This design comes from an exercise in tuning for small area on the open sky130 flow, not from production work. Where RTL was checked, it was by simulation tests only, not by an equivalence proof against the original. Power and IR drop assume default switching activity. The clock port is modelled as an ideal driver; clocking choices that lean on that would not hold on a real chip.

==> inputs of v1 <==
## cpuCore
module cpuCore (
	input logic clk,
	input logic reset,
	output logic [7:0] instrAddr,
	input logic [31:0] instrData,
	output logic [7:0] memAddr,
	output logic [31:0] memWriteData,
	input logic [31:0] memReadData,
	output logic memRead,
	output logic memWrite,
	output logic halted
);
Settings: LEC_CHECK=0, ABC_AREA=1, CAP_MARGIN=20, CORE_MARGIN=2, CORE_UTILIZATION=65, SLEW_MARGIN=20; clock period 10.5 ns.
standard.sh (not shown) runs the stock make flow with config.mk's settings and CLKGATE_MAP_FILE= SYNTH_SCRIPT=/design/flow/synth_recipe.tcl, a recipe that flattens the netlist after the stock synthesis.
==> flow/flow/run.sh <==
#!/bin/bash
# The standard layout, with two changes:
#  - after the standard synthesis, the combinational logic is mapped again
#    by ABC for area (registers, full adders and their names are kept);
#  - ports are buffered with buf_1 and the clock tree has no dummy loads.
set -euo pipefail
here=$(pwd)
export BUFFER_PORTS_ARGS="-buffer_cell sky130_fd_sc_hd__buf_1"
export CTS_ARGS="-sink_clustering_enable -repair_clock_nets -dont_use_dummy_load -buf_list sky130_fd_sc_hd__clkbuf_8 -sink_clustering_size 20 -sink_clustering_max_diameter 75"
bash standard.sh synth > synth.log 2>&1
res=$here/orfs/results/sky130hd/cpuCore/base
cp "$res/1_2_yosys.v" "$here/std_1_2_yosys.v"
bash "$here/flow/remap.sh" "$here/std_1_2_yosys.v" "$res/1_2_yosys.v" > remap.log 2>&1
bash standard.sh > standard.log 2>&1
Other scripts of this flow, unchanged in this note and not shown: flow/flow/remap.sh
==> inputs of v22, as changes to v1 <==
--- a/flow/flow/run.sh
+++ b/flow/flow/run.sh
@@ -8,3 +8,3 @@
 export BUFFER_PORTS_ARGS="-buffer_cell sky130_fd_sc_hd__buf_1"
-export CTS_ARGS="-sink_clustering_enable -repair_clock_nets -dont_use_dummy_load -buf_list sky130_fd_sc_hd__clkbuf_8 -sink_clustering_size 20 -sink_clustering_max_diameter 75"
+export CTS_ARGS="-sink_clustering_enable -repair_clock_nets -dont_use_dummy_load -buf_list sky130_fd_sc_hd__clkbuf_8 -sink_clustering_size 19 -sink_clustering_max_diameter 75"
 bash standard.sh synth > synth.log 2>&1
==> comparison table <==
                                                                                 v22                 v1
Cell-internal power                                                          5200 uW            5170 uW
Number of vias in the routed layout                                           12,000             11,900
Utilization of the core after routing                                          70.7%              70.6%
First-pass GRT wire length                                            66,000 microns     65,000 microns
Result of the run                                                     finished clean     finished clean
GRT met3 Usage                                                                 3.97%              3.83%
Worst Hold Endpoint                                                  regs.regs[6][1]    regs.regs[4][1]
Net switching fraction of the power                                            19.7%              19.6%
Setup slack on the worst flop-to-flop path                                   5.95 ns            5.93 ns
Number of antenna violations at the first check in global routing                  3                  4
Power density relative to cell area                                      220 nW/um^2        219 nW/um^2
Fraction of area in registers                                                  81.9%              82.0%
Min Tclk post-route                                                          6.44 ns            6.46 ns
Ratio of cells with drive above 1 in the final layout                          4.06%              3.91%
Worst setup path endpoint                                          regs.regs[24][31]  regs.regs[28][31]
Layout clock buffers                                                              72                 69

* * *

==> job 3322: inputs <==
==> flow/design.v <==
package isaPkg;
	localparam logic [5:0] OpRType = 6'b000000;
	localparam logic [5:0] OpAddi = 6'b001000;
	localparam logic [5:0] OpSubi = 6'b001001;
	localparam logic [5:0] OpAndi = 6'b001100;
	localparam logic [5:0] OpOri = 6'b001101;
	localparam logic [5:0] OpLw = 6'b100011;
	localparam logic [5:0] OpSw = 6'b101011;
	localparam logic [5:0] OpJpc = 6'b000010;
	localparam logic [5:0] OpBrfl = 6'b000100;
	localparam logic [5:0] OpCall = 6'b000011;
	localparam logic [5:0] OpRet = 6'b000001;
	localparam logic [5:0] OpHalt = 6'b111111;
	localparam logic [5:0] FnAdd = 6'b100000;
	localparam logic [5:0] FnSub = 6'b100010;
	localparam logic [5:0] FnAnd = 6'b100100;
	localparam logic [5:0] FnOr = 6'b100101;
	localparam logic [5:0] FnSlt = 6'b101010;
	localparam logic [5:0] FnMul = 6'b011000;
endpackage
package ctrlPkg;
	localparam int StackDepth = 8;
endpackage
module aluUnit (
	input logic clk,
	input logic first,
	input logic subtract,
	input logic isAnd,
	input logic isOr,
	input logic isCmp,
	input logic sltEnd,
	input logic a,
	input logic b,
	output logic sum,
	output logic result,
	output logic carry
);
	logic bx;
	logic ci;
	logic co;
	assign bx = b ^ subtract;
	assign ci = first ? subtract : carry;
	assign sum = a ^ bx ^ ci;
	assign co = (a & bx) | (ci & (a ^ bx));
	always_comb
	begin
		if (isAnd)
			result = a & b;
		else if (isOr)
			result = a | b;
		else
			result = sum;
	end
	always_ff @(posedge clk)
	begin
		if (isCmp)
			carry <= (ci & !first) | (a ^ b);
		else if (sltEnd)
			carry <= sum ^ co ^ ci;
		else
			carry <= co;
	end
endmodule
module mulUnit (
	input logic clk,
	input logic a,
	input logic [31:0] b,
	output logic p
);
	logic [30:0] s;
	logic [30:0] c;
	logic [31:0] pp;
	assign pp = a ? b : '0;
	assign p = sm[0];
	logic [30:0] cn;
	logic [31:0] sm;
	for (genvar j = 0; j < 31; j++)
	begin : g_fa
		assign {cn[j], sm[j]} = 2'(s[j]) + 2'(c[j]) + 2'(pp[j]);
	end
	assign sm[31] = pp[31];
	always_ff @(posedge clk)
	begin
		c <= cn;
		s <= sm[31:1];
	end
endmodule
module registerFile (
	input logic clk,
	input logic clr,
	input logic [4:0] readIdxA,
	input logic [4:0] readIdxB,
	output logic readBitA,
	output logic readBitB,
	input logic writeEn,
	input logic [4:0] writeIdx,
	input logic writeBit
);
	logic [31:0] regs [1:31];
	logic [31:0] head;
	logic [7:0] hiSel;
	logic [3:0] loSel;
	always_comb
	begin
		for (int k = 0; k < 8; k++)
			hiSel[k] = clr | (writeEn && writeIdx[4:2] == 3'(k));
		for (int j = 0; j < 4; j++)
			loSel[j] = clr | (writeIdx[1:0] == 2'(j));
	end
	assign head[0] = 1'b0;
	for (genvar r = 1; r < 32; r++)
	begin : g_reg
		assign head[r] = regs[r][0];
		always_ff @(posedge clk)
			regs[r] <= {(hiSel[r / 4] && loSel[r % 4]) ? writeBit : regs[r][0], regs[r][31:1]};
	end
	assign readBitA = head[readIdxA];
	assign readBitB = head[readIdxB];
endmodule
module returnStack (
	input logic clk,
	input logic reset,
	input logic [2:0] slot,
	input logic pushBit,
	input logic pushing,
	input logic push,
	input logic pop,
	output logic popWin,
	output logic topBit
);
	logic [63:0] ring;
	logic [2:0] ptr;
	logic [3:0] count;
	logic nonEmpty;
	logic pushWin;
	assign nonEmpty = count != 4'd0;
	assign pushWin = slot == ptr;
	assign popWin = slot + 3'd1 == ptr;
	assign topBit = nonEmpty && ring[0];
	always_ff @(posedge clk)
		ring <= {(pushing && pushWin) ? pushBit : ring[0], ring[63:1]};
	always_ff @(posedge clk)
	begin
		if (reset)
			count <= '0;
		else if (push)
		begin
			if (count != 4'd8)
				count <= count + 4'd1;
		end
		else if (pop && nonEmpty)
			count <= count - 4'd1;
	end
	always_ff @(posedge clk)
	begin
		if (push)
			ptr <= ptr + 3'd1;
		else if (pop && nonEmpty)
			ptr <= ptr - 3'd1;
	end
endmodule
module controlUnit (
	input logic [5:0] opcode,
	input logic [5:0] funct,
	output logic iType,
	output logic aluWrite,
	output logic isSlt,
	output logic isMul,
	output logic isLw,
	output logic isSw,
	output logic isJump,
	output logic isBr,
	output logic isCall,
	output logic isRet,
	output logic isHalt,
	output logic subtract,
	output logic isAnd,
	output logic isOr
);
	logic isRType;
	logic fnAlu;
	logic opAlu;
	assign isRType = opcode == isaPkg::OpRType;
	assign fnAlu = funct == isaPkg::FnAdd || funct == isaPkg::FnSub ||
		funct == isaPkg::FnAnd || funct == isaPkg::FnOr;
	assign opAlu = opcode[5:4] == 2'b00 && opcode[3] && !opcode[1];
	assign isSlt = isRType && funct == isaPkg::FnSlt;
	assign isMul = isRType && funct == isaPkg::FnMul;
	assign isLw = opcode == isaPkg::OpLw;
	assign isSw = opcode == isaPkg::OpSw;
	assign isBr = opcode == isaPkg::OpBrfl;
	assign isCall = opcode == isaPkg::OpCall;
	assign isJump = isCall || opcode == isaPkg::OpJpc;
	assign isRet = opcode == isaPkg::OpRet;
	assign isHalt = opcode == isaPkg::OpHalt;
	assign aluWrite = (isRType && fnAlu) || opAlu;
	assign iType = opcode[5] || opcode[3];
	assign subtract = iType ? opcode[0] && !opcode[5] : funct[1];
	assign isAnd = iType ? opcode[2] && !opcode[0] : funct[2] && !funct[0];
	assign isOr = iType ? opcode[2] && opcode[0] : funct[2] && funct[0];
endmodule
module cpuCore (
	input logic clk,
	input logic reset,
	output logic [7:0] instrAddr,
	input logic [31:0] instrData,
	output logic [7:0] memAddr,
	output logic [31:0] memWriteData,
	input logic [31:0] memReadData,
	output logic memRead,
	output logic memWrite,
	output logic halted
);
	logic [5:0] cnt;
	logic [4:0] c;
	logic ph;
	logic clr;
	logic run;
	logic [7:0] pc;
	logic [7:0] ma;
	logic [31:0] mwd;
	logic iType;
	logic aluWrite;
	logic isSlt;
	logic isMul;
	logic isLw;
	logic isSw;
	logic isJump;
	logic isBr;
	logic isCall;
	logic isRet;
	logic isHalt;
	logic subtract;
	logic isAnd;
	logic isOr;
	logic first;
	logic frameEnd;
	logic instrEnd;
	logic addrWin;
	logic pcWin;
	logic target;
	logic immBit;
	logic [3:0] immSel;
	logic rsBit;
	logic rtBit;
	logic bBit;
	logic sum;
	logic aluBit;
	logic carry;
	logic prodBit;
	logic loadBit;
	logic writeEn;
	logic writeBit;
	logic [4:0] writeIdx;
	logic pcBit;
	logic pcAdd;
	logic pcCi;
	logic pcSum;
	logic pcCarry;
	logic nextPcBit;
	logic maIn;
	logic popWin;
	logic topBit;
	controlUnit ctrl (
		.opcode(instrData[31:26]),
		.funct(instrData[5:0]),
		.iType(iType),
		.aluWrite(aluWrite),
		.isSlt(isSlt),
		.isMul(isMul),
		.isLw(isLw),
		.isSw(isSw),
		.isJump(isJump),
		.isBr(isBr),
		.isCall(isCall),
		.isRet(isRet),
		.isHalt(isHalt),
		.subtract(subtract),
		.isAnd(isAnd),
		.isOr(isOr)
	);
	assign c = cnt[4:0];
	assign ph = cnt[5];
	assign run = !clr && !halted;
	assign first = cnt == 6'd0;
	assign frameEnd = c == 5'd31;
	assign instrEnd = cnt == 6'd63;
	always_ff @(posedge clk)
	begin
		if (reset)
		begin
			cnt <= '0;
			clr <= 1'b1;
			halted <= 1'b0;
		end
		else
		begin
			cnt <= cnt + 6'd1;
			if (instrEnd)
				clr <= 1'b0;
			if (run && isHalt)
				halted <= 1'b1;
		end
	end
	assign target = isJump || isBr;
	assign immSel = {c[3] && !target, c[2:0]};
	assign immBit = (c[4] && !target) ? instrData[15] : instrData[immSel];
	assign bBit = iType ? immBit : rtBit;
	aluUnit alu (
		.clk(clk),
		.first(first),
		.subtract(subtract),
		.isAnd(isAnd),
		.isOr(isOr),
		.isCmp(isBr),
		.sltEnd(frameEnd && !ph),
		.a(rsBit),
		.b(bBit),
		.sum(sum),
		.result(aluBit),
		.carry(carry)
	);
	always_ff @(posedge clk)
	begin
		if (!ph)
			mwd <= {rtBit, mwd[31:1]};
	end
	mulUnit mul (
		.clk(clk),
		.a(rsBit && isMul && ph),
		.b(mwd),
		.p(prodBit)
	);
	assign loadBit = memReadData[c];
	always_comb
	begin
		if (instrData[31])
			writeBit = loadBit;
		else if (instrData[29] || instrData[5])
			writeBit = isSlt ? c == 5'd0 && carry : aluBit;
		else
			writeBit = prodBit;
	end
	assign writeIdx = iType ? instrData[20:16] : instrData[15:11];
	assign writeEn = run && ((aluWrite && !ph) || ((isSlt || isMul) && ph) ||
		(isLw && (ph ^ (c[4] || c[3]))));
	registerFile regs (
		.clk(clk),
		.clr(clr),
		.readIdxA(instrData[25:21]),
		.readIdxB(instrData[20:16]),
		.readBitA(rsBit),
		.readBitB(rtBit),
		.writeEn(writeEn),
		.writeIdx(writeIdx),
		.writeBit(writeBit && !clr)
	);
	assign pcBit = pc[c[2:0]];
	assign pcAdd = isBr && !carry && immBit;
	assign pcCi = c[2:0] == 3'd0 || pcCarry;
	assign pcSum = pcBit ^ pcAdd ^ pcCi;
	always_ff @(posedge clk)
		pcCarry <= (pcBit & pcAdd) | (pcCi & (pcBit ^ pcAdd));
	assign nextPcBit = isJump ? immBit : pcSum;
	assign addrWin = !ph && c[4:3] == 2'd0 && instrData[31];
	assign pcWin = ph && c[4:3] == 2'd3;
	always_comb
	begin
		if (addrWin)
			maIn = sum;
		else if (isRet)
			maIn = popWin ? topBit : ma[0];
		else
			maIn = nextPcBit;
	end
	always_ff @(posedge clk)
	begin
		if (run && (addrWin || pcWin || isRet))
			ma <= {maIn, ma[7:1]};
	end
	always_ff @(posedge clk)
	begin
		if (reset)
			pc <= '0;
		else if (run && instrEnd)
			pc <= {maIn, ma[7:1]};
	end
	returnStack stack (
		.clk(clk),
		.reset(reset),
		.slot(cnt[5:3]),
		.pushBit(pcSum),
		.pushing(run && isCall),
		.push(run && instrEnd && isCall),
		.pop(run && instrEnd && isRet),
		.popWin(popWin),
		.topBit(topBit)
	);
	always_ff @(posedge clk)
	begin
		memRead <= !reset && run && instrData[31] && !instrData[29];
		memWrite <= !reset && run && isSw && !ph && frameEnd;
	end
	assign instrAddr = pc;
	assign memAddr = ma;
	assign memWriteData = mwd;
endmodule
==> flow/flow/run.sh <==
#!/bin/bash
# The standard layout, with two changes:
#  - after the standard synthesis, the combinational logic is mapped again
#    by ABC for area (registers, full adders and their names are kept);
#  - ports are buffered with buf_1 and the clock tree has no dummy loads.
set -euo pipefail
here=$(pwd)
export BUFFER_PORTS_ARGS="-buffer_cell sky130_fd_sc_hd__buf_1"
export CTS_ARGS="-sink_clustering_enable -repair_clock_nets -dont_use_dummy_load -buf_list sky130_fd_sc_hd__clkbuf_16 -sink_clustering_size 30 -sink_clustering_max_diameter 100"
bash standard.sh synth > synth.log 2>&1
res=$here/orfs/results/sky130hd/cpuCore/base
cp "$res/1_2_yosys.v" "$here/std_1_2_yosys.v"
bash "$here/flow/remap.sh" "$here/std_1_2_yosys.v" "$res/1_2_yosys.v" > remap.log 2>&1
bash standard.sh > standard.log 2>&1
==> flow/flow/remap.sh <==
#!/bin/bash
# usage: remap.sh IN.v OUT.v -- maps the combinational cells of a mapped
# netlist again with ABC for area, trying a few ABC scripts and keeping the
# smallest result. Flip-flops, full adders and tie cells stay as they are,
# with their names.
set -euo pipefail
in=$1; out=$2
flow=${FLOW_HOME:-/OpenROAD-flow-scripts/flow}
lib=$flow/platforms/sky130hd/lib/sky130_fd_sc_hd__tt_025C_1v80.lib
yosys_bin=$(command -v yosys || echo /OpenROAD-flow-scripts/tools/install/yosys/bin/yosys)
work=$(mktemp -d)
printf 'strash\ndch -f\namap\n' > $work/s1.abc
printf 'strash\ndch -f\nmap -a\n' > $work/s2.abc
printf 'strash\n&get -n\n&dch -f\n&nf -R 1000\n&put\n' > $work/s3.abc
printf 'strash\ndch -f\namap\nstrash\ndch -f\namap\n' > $work/s4.abc
dont=""
for c in $(sed -n '/^export DONT_USE_CELLS/,/^$/p' $flow/platforms/sky130hd/config.mk | grep -o 'sky130_fd_sc_hd__[a-z0-9_]*'); do dont="$dont -dont_use $c"; done
# Logic models of the combinational cells, to take the netlist apart.
$yosys_bin -q -p "read_liberty -ignore_miss_func $lib; delete sky130_fd_sc_hd__*df* sky130_fd_sc_hd__*dl* sky130_fd_sc_hd__fa_* sky130_fd_sc_hd__conb_1; write_verilog -noattr $work/cells.v"
best=""
bestArea=""
for s in s1 s2 s3 s4; do
cat > $work/$s.ys <<EOS
read_liberty -lib $lib
read_verilog $in
hierarchy -top cpuCore
techmap -map $work/cells.v
techmap
opt -purge
rename -hide w:* o:* i:* %u %d
abc -liberty $lib $dont -script $work/$s.abc
splitnets
opt_clean -purge
hilomap -singleton -hicell sky130_fd_sc_hd__conb_1 HI -locell sky130_fd_sc_hd__conb_1 LO
insbuf -buf sky130_fd_sc_hd__buf_1 A X
opt_clean -purge
check -assert -mapped
tee -o $work/$s.stat stat -liberty $lib
write_verilog -noattr -nohex -nodec $work/$s.v
EOS
	$yosys_bin -s $work/$s.ys > $work/$s.log 2>&1 || { echo "$s failed"; continue; }
	area=$(grep "Chip area" $work/$s.stat | head -1 | awk '{print $NF}')
	echo "$s: $area"
	if [[ -z "$bestArea" ]] || awk "BEGIN{exit !($area < $bestArea)}"; then best=$s; bestArea=$area; fi
done
echo "best: $best $bestArea"
cat $work/$best.log
cp $work/$best.v $out
rm -rf $work
==> flow/standard.sh <==
#!/bin/bash
# synth_recipe.tcl (not shown) runs the flow's synth.tcl, then flattens the netlist and writes it again
# the make line also repeats each setting of config.mk as NAME=value (left out here)
make -C /OpenROAD-flow-scripts/flow DESIGN_CONFIG=/design/flow/config.mk WORK_HOME=/design/flow/orfs CLKGATE_MAP_FILE= SYNTH_SCRIPT=/design/flow/synth_recipe.tcl "${@:-finish}"
==> flow/config.mk <==
export PLATFORM = sky130hd
export DESIGN_NAME = cpuCore
export DESIGN_NICKNAME = cpuCore
export VERILOG_FILES = /design/flow/design.v
export SDC_FILE = /design/flow/constraint.sdc
export NUM_CORES = 4
export LEC_CHECK = 0
export ABC_AREA = 1
export CAP_MARGIN = 20
export CORE_MARGIN = 2
export CORE_UTILIZATION = 65
export SLEW_MARGIN = 20
==> flow/constraint.sdc <==
create_clock -name core_clock -period 10.5 [get_ports {clk}]
set_input_delay 2.1000 -clock core_clock [delete_from_list [all_inputs] [get_ports {clk}]]
set_output_delay 2.1000 -clock core_clock [all_outputs]
set_load 0.01 [all_outputs]
==> job 3189: changes against job 3322 <==
==> flow/design.v, changed modules only <==
module controlUnit (
	input logic [5:0] opcode,
	input logic [5:0] funct,
	output logic isRType,
	output logic aluWrite,
	output logic isSlt,
	output logic isMul,
	output logic isLw,
	output logic isSw,
	output logic isJump,
	output logic isBr,
	output logic isCall,
	output logic isRet,
	output logic isHalt,
	output logic useImm,
	output logic subtract,
	output logic isAnd,
	output logic isOr,
	output logic twoFrames
);
	logic fnAdd;
	logic fnSub;
	logic fnAnd;
	logic fnOr;
	logic opAddi;
	logic opSubi;
	logic opAndi;
	logic opOri;
	assign isRType = opcode == isaPkg::OpRType;
	assign fnAdd = funct == isaPkg::FnAdd;
	assign fnSub = funct == isaPkg::FnSub;
	assign fnAnd = funct == isaPkg::FnAnd;
	assign fnOr = funct == isaPkg::FnOr;
	assign opAddi = opcode == isaPkg::OpAddi;
	assign opSubi = opcode == isaPkg::OpSubi;
	assign opAndi = opcode == isaPkg::OpAndi;
	assign opOri = opcode == isaPkg::OpOri;
	assign isSlt = isRType && funct == isaPkg::FnSlt;
	assign isMul = isRType && funct == isaPkg::FnMul;
	assign isLw = opcode == isaPkg::OpLw;
	assign isSw = opcode == isaPkg::OpSw;
	assign isBr = opcode == isaPkg::OpBrfl;
	assign isCall = opcode == isaPkg::OpCall;
	assign isJump = isCall || opcode == isaPkg::OpJpc;
	assign isRet = opcode == isaPkg::OpRet;
	assign isHalt = opcode == isaPkg::OpHalt;
	assign aluWrite = (isRType && (fnAdd || fnSub || fnAnd || fnOr)) ||
		opAddi || opSubi || opAndi || opOri;
	assign useImm = opAddi || opSubi || opAndi || opOri || isLw || isSw;
	assign subtract = isRType ? (fnSub || funct == isaPkg::FnSlt) : opSubi;
	assign isAnd = isRType ? fnAnd : opAndi;
	assign isOr = isRType ? fnOr : opOri;
	assign twoFrames = isLw || isSw || isSlt || isMul || isBr || isCall || isRet;
endmodule
module cpuCore (
	input logic clk,
	input logic reset,
	output logic [7:0] instrAddr,
	input logic [31:0] instrData,
	output logic [7:0] memAddr,
	output logic [31:0] memWriteData,
	input logic [31:0] memReadData,
	output logic memRead,
	output logic memWrite,
	output logic halted
);
	logic [4:0] cnt;
	logic slotHi;
	logic popWin;
	logic ph;
	logic clr;
	logic run;
	logic [7:0] pc;
	logic [7:0] ma;
	logic [31:0] mwd;
	logic isRType;
	logic aluWrite;
	logic isSlt;
	logic isMul;
	logic isLw;
	logic isSw;
	logic isJump;
	logic isBr;
	logic isCall;
	logic isRet;
	logic isHalt;
	logic useImm;
	logic subtract;
	logic isAnd;
	logic isOr;
	logic twoFrames;
	logic last;
	logic first;
	logic frameEnd;
	logic addrWin;
	logic pcWin;
	logic maIn;
	logic immBit;
	logic [3:0] immSel;
	logic rsBit;
	logic rtBit;
	logic bBit;
	logic sum;
	logic aluBit;
	logic carry;
	logic prodBit;
	logic loadBit;
	logic writeEn;
	logic writeBit;
	logic [4:0] writeIdx;
	logic pcBit;
	logic pcAdd;
	logic pcCi;
	logic pcSum;
	logic pcCarry;
	logic nextPcBit;
	logic topBit;
	controlUnit ctrl (
		.opcode(instrData[31:26]),
		.funct(instrData[5:0]),
		.isRType(isRType),
		.aluWrite(aluWrite),
		.isSlt(isSlt),
		.isMul(isMul),
		.isLw(isLw),
		.isSw(isSw),
		.isJump(isJump),
		.isBr(isBr),
		.isCall(isCall),
		.isRet(isRet),
		.isHalt(isHalt),
		.useImm(useImm),
		.subtract(subtract),
		.isAnd(isAnd),
		.isOr(isOr),
		.twoFrames(twoFrames)
	);
	assign run = !clr && !halted;
	assign last = !twoFrames || ph;
	assign first = cnt == 5'd0 && !ph;
	assign frameEnd = cnt == 5'd31;
	always_ff @(posedge clk)
	begin
		if (reset)
		begin
			cnt <= '0;
			ph <= 1'b0;
			clr <= 1'b1;
			halted <= 1'b0;
		end
		else
		begin
			cnt <= cnt + 5'd1;
			if (frameEnd)
				slotHi <= !slotHi;
			if (frameEnd)
			begin
				clr <= 1'b0;
				if (run)
					ph <= !last;
			end
			if (run && isHalt)
				halted <= 1'b1;
		end
	end
	assign immSel = {cnt[3] && !(isJump || isBr), cnt[2:0]};
	assign immBit = (cnt[4] && !(isJump || isBr)) ? instrData[15] : instrData[immSel];
	assign bBit = useImm ? immBit : rtBit;
	aluUnit alu (
		.clk(clk),
		.first(first),
		.subtract(subtract),
		.isAnd(isAnd),
		.isOr(isOr),
		.isCmp(isBr),
		.sltEnd(frameEnd && !ph),
		.a(rsBit),
		.b(bBit),
		.sum(sum),
		.result(aluBit),
		.carry(carry)
	);
	always_ff @(posedge clk)
	begin
		if (!ph)
			mwd <= {rtBit, mwd[31:1]};
	end
	mulUnit mul (
		.clk(clk),
		.a(rsBit && isMul && ph),
		.b(mwd),
		.p(prodBit)
	);
	assign loadBit = memReadData[cnt];
	always_comb
	begin
		if (isLw)
			writeBit = loadBit;
		else if (isMul)
			writeBit = prodBit;
		else if (isSlt)
			writeBit = cnt == 5'd0 && carry;
		else
			writeBit = aluBit;
	end
	assign writeIdx = isRType ? instrData[15:11] : instrData[20:16];
	assign writeEn = run && ((aluWrite && !ph) || ((isSlt || isMul) && ph) ||
		(isLw && (ph ^ (cnt[4] || cnt[3]))));
	registerFile regs (
		.clk(clk),
		.clr(clr),
		.readIdxA(instrData[25:21]),
		.readIdxB(instrData[20:16]),
		.readBitA(rsBit),
		.readBitB(rtBit),
		.writeEn(writeEn),
		.writeIdx(writeIdx),
		.writeBit(writeBit && !clr)
	);
	assign pcBit = pc[cnt[2:0]];
	assign pcAdd = isBr && !carry && immBit;
	assign pcCi = cnt[2:0] == 3'd0 || pcCarry;
	assign pcSum = pcBit ^ pcAdd ^ pcCi;
	always_ff @(posedge clk)
		pcCarry <= (pcBit & pcAdd) | (pcCi & (pcBit ^ pcAdd));
	always_comb
	begin
		if (isJump)
			nextPcBit = immBit;
		else
			nextPcBit = pcSum;
	end
	assign addrWin = !ph && cnt[4:3] == 2'd0 && (isLw || isSw);
	assign pcWin = last && cnt[4:3] == 2'd3;
	always_comb
	begin
		if (addrWin)
			maIn = sum;
		else if (isRet)
			maIn = popWin ? topBit : ma[0];
		else
			maIn = nextPcBit;
	end
	always_ff @(posedge clk)
	begin
		if (run && (addrWin || pcWin || isRet))
			ma <= {maIn, ma[7:1]};
	end
	always_ff @(posedge clk)
	begin
		if (reset)
			pc <= '0;
		else if (run && frameEnd && last)
			pc <= {maIn, ma[7:1]};
	end
	returnStack stack (
		.clk(clk),
		.reset(reset),
		.slot({slotHi, cnt[4:3]}),
		.pushBit(pcSum),
		.pushing(run && isCall),
		.push(run && frameEnd && last && isCall),
		.pop(run && frameEnd && last && isRet),
		.popWin(popWin),
		.topBit(topBit)
	);
	always_ff @(posedge clk)
	begin
		memRead <= !reset && run && isLw;
		memWrite <= !reset && run && isSw && !ph && frameEnd;
	end
	assign instrAddr = pc;
	assign memAddr = ma;
	assign memWriteData = mwd;
endmodule
==> flow/flow/remap.sh (replaced) <==
#!/bin/bash
# usage: remap.sh IN.v OUT.v -- maps the combinational cells of a mapped
# netlist again with ABC for area. Flip-flops, full adders and tie cells stay
# as they are, with their names.
set -euo pipefail
in=$1; out=$2
flow=${FLOW_HOME:-/OpenROAD-flow-scripts/flow}
lib=$flow/platforms/sky130hd/lib/sky130_fd_sc_hd__tt_025C_1v80.lib
yosys_bin=$(command -v yosys || echo /OpenROAD-flow-scripts/tools/install/yosys/bin/yosys)
work=$(mktemp -d)
printf 'strash\ndch -f\namap\n' > $work/area.abc
dont=""
for c in $(sed -n '/^export DONT_USE_CELLS/,/^$/p' $flow/platforms/sky130hd/config.mk | grep -o 'sky130_fd_sc_hd__[a-z0-9_]*'); do dont="$dont -dont_use $c"; done
# Logic models of the combinational cells, to take the netlist apart.
$yosys_bin -q -p "read_liberty -ignore_miss_func $lib; delete sky130_fd_sc_hd__*df* sky130_fd_sc_hd__*dl* sky130_fd_sc_hd__fa_* sky130_fd_sc_hd__conb_1; write_verilog -noattr $work/cells.v"
cat > $work/remap.ys <<EOS
read_liberty -lib $lib
read_verilog $in
hierarchy -top cpuCore
techmap -map $work/cells.v
techmap
opt -purge
rename -hide w:* o:* i:* %u %d
abc -liberty $lib $dont -script $work/area.abc
splitnets
opt_clean -purge
hilomap -singleton -hicell sky130_fd_sc_hd__conb_1 HI -locell sky130_fd_sc_hd__conb_1 LO
insbuf -buf sky130_fd_sc_hd__buf_1 A X
opt_clean -purge
check -assert -mapped
stat -liberty $lib
write_verilog -noattr -nohex -nodec $out
EOS
$yosys_bin -s $work/remap.ys
rm -rf $work
ABC_AREA = unset   (was 1)
CORE_UTILIZATION = 40   (was 65)
==> job 4830: changes against job 3322 <==
--- a/flow/flow/run.sh
+++ b/flow/flow/run.sh
@@ -8,3 +8,3 @@
 export BUFFER_PORTS_ARGS="-buffer_cell sky130_fd_sc_hd__buf_1"
-export CTS_ARGS="-sink_clustering_enable -repair_clock_nets -dont_use_dummy_load -buf_list sky130_fd_sc_hd__clkbuf_16 -sink_clustering_size 30 -sink_clustering_max_diameter 100"
+export CTS_ARGS="-sink_clustering_enable -repair_clock_nets -dont_use_dummy_load -buf_list sky130_fd_sc_hd__clkbuf_8 -sink_clustering_size 17 -sink_clustering_max_diameter 70"
 bash standard.sh synth > synth.log 2>&1
==> qor summary <==
                                                                        job 3322           job 3189          job 4830
Fraction of cell area in non-clock buffers                               0.01544            0.01512           0.01545
Non-clock inverter count                                                      67                 72                67
Share of cells above drive strength 1                                    0.02613            0.02661           0.04448
WL final                                                                45400 µm           42030 µm          40660 µm
Floorplan die area                                                   0.04380 mm²        0.07106 mm²       0.04380 mm²
Gp weighted congestion                                                    0.8931             0.8458            0.8931
Worst slack at placement                                                3.253 ns           2.293 ns          3.253 ns
Run status                                              timing/DRC/antenna clean  timing/DRC/antenna clean  timing/DRC/antenna clean
Combinational fraction of design power                                     0.016              0.018             0.016
Clock buffer and inverter area fraction after layout                     0.03798            0.03800           0.03761
# Taps                                                                       539                882               539
Worst setup slack for register-to-register paths                         5.27 ns            4.56 ns           5.32 ns
Launch point of the worst hold path                            regs.regs[24][29]  regs.regs[20][20]  regs.regs[3][25]
Clock-pin transition on the worst setup and hold timing paths            0.11 ns            0.10 ns           0.09 ns
Fraction of area in multi-input gates                                     0.1007             0.1031            0.1008
Post-synthesis cell area                                             0.02739 mm²        0.02758 mm²       0.02739 mm²
Only the layout flow was run in job 3189; the RTL was not checked for function there.

## afterwards: timing with drivers on the ports
In the flow no input, the clock included, has a driving cell. The finished layouts below were timed again as built, in two steps.
Step 1, drivers: a clkbuf_16 drives clk and a buf_2 each remaining input, both assumed.
Step 2, shift: input delay + t, output delay - t, t = (earliest + latest rising clock arrival at the registers) / 2. This alone moves slack from input paths to output paths.
a / b / c = ideal / step 1 / step 2; a / b = the first two.
run	shift t [ns]	setup WS [ns]	worst register clock-pin slew, ns	worst data-port slew with drivers (ns)	pins driven straight from the clock port
v1	0.671	4.041 / 4.061 / 3.390	0.12 / 0.12	0.11	1
v22	0.665	4.058 / 4.070 / 3.405	0.11 / 0.11	0.11	1
job 3322	0.659	3.947 / 3.926 / 3.266	0.11 / 0.11	0.08	1
job 3189	0.627	2.977 / 2.935 / 2.307	0.11 / 0.11	0.17	1
job 4830	0.671	4.001 / 3.980 / 3.309	0.10 / 0.10	0.08	1
After both steps setup and hold are still met in every run listed. The setup slack of job 4830, which loses most, moves by -0.021 ns with the drivers and by -0.692 ns with both steps.
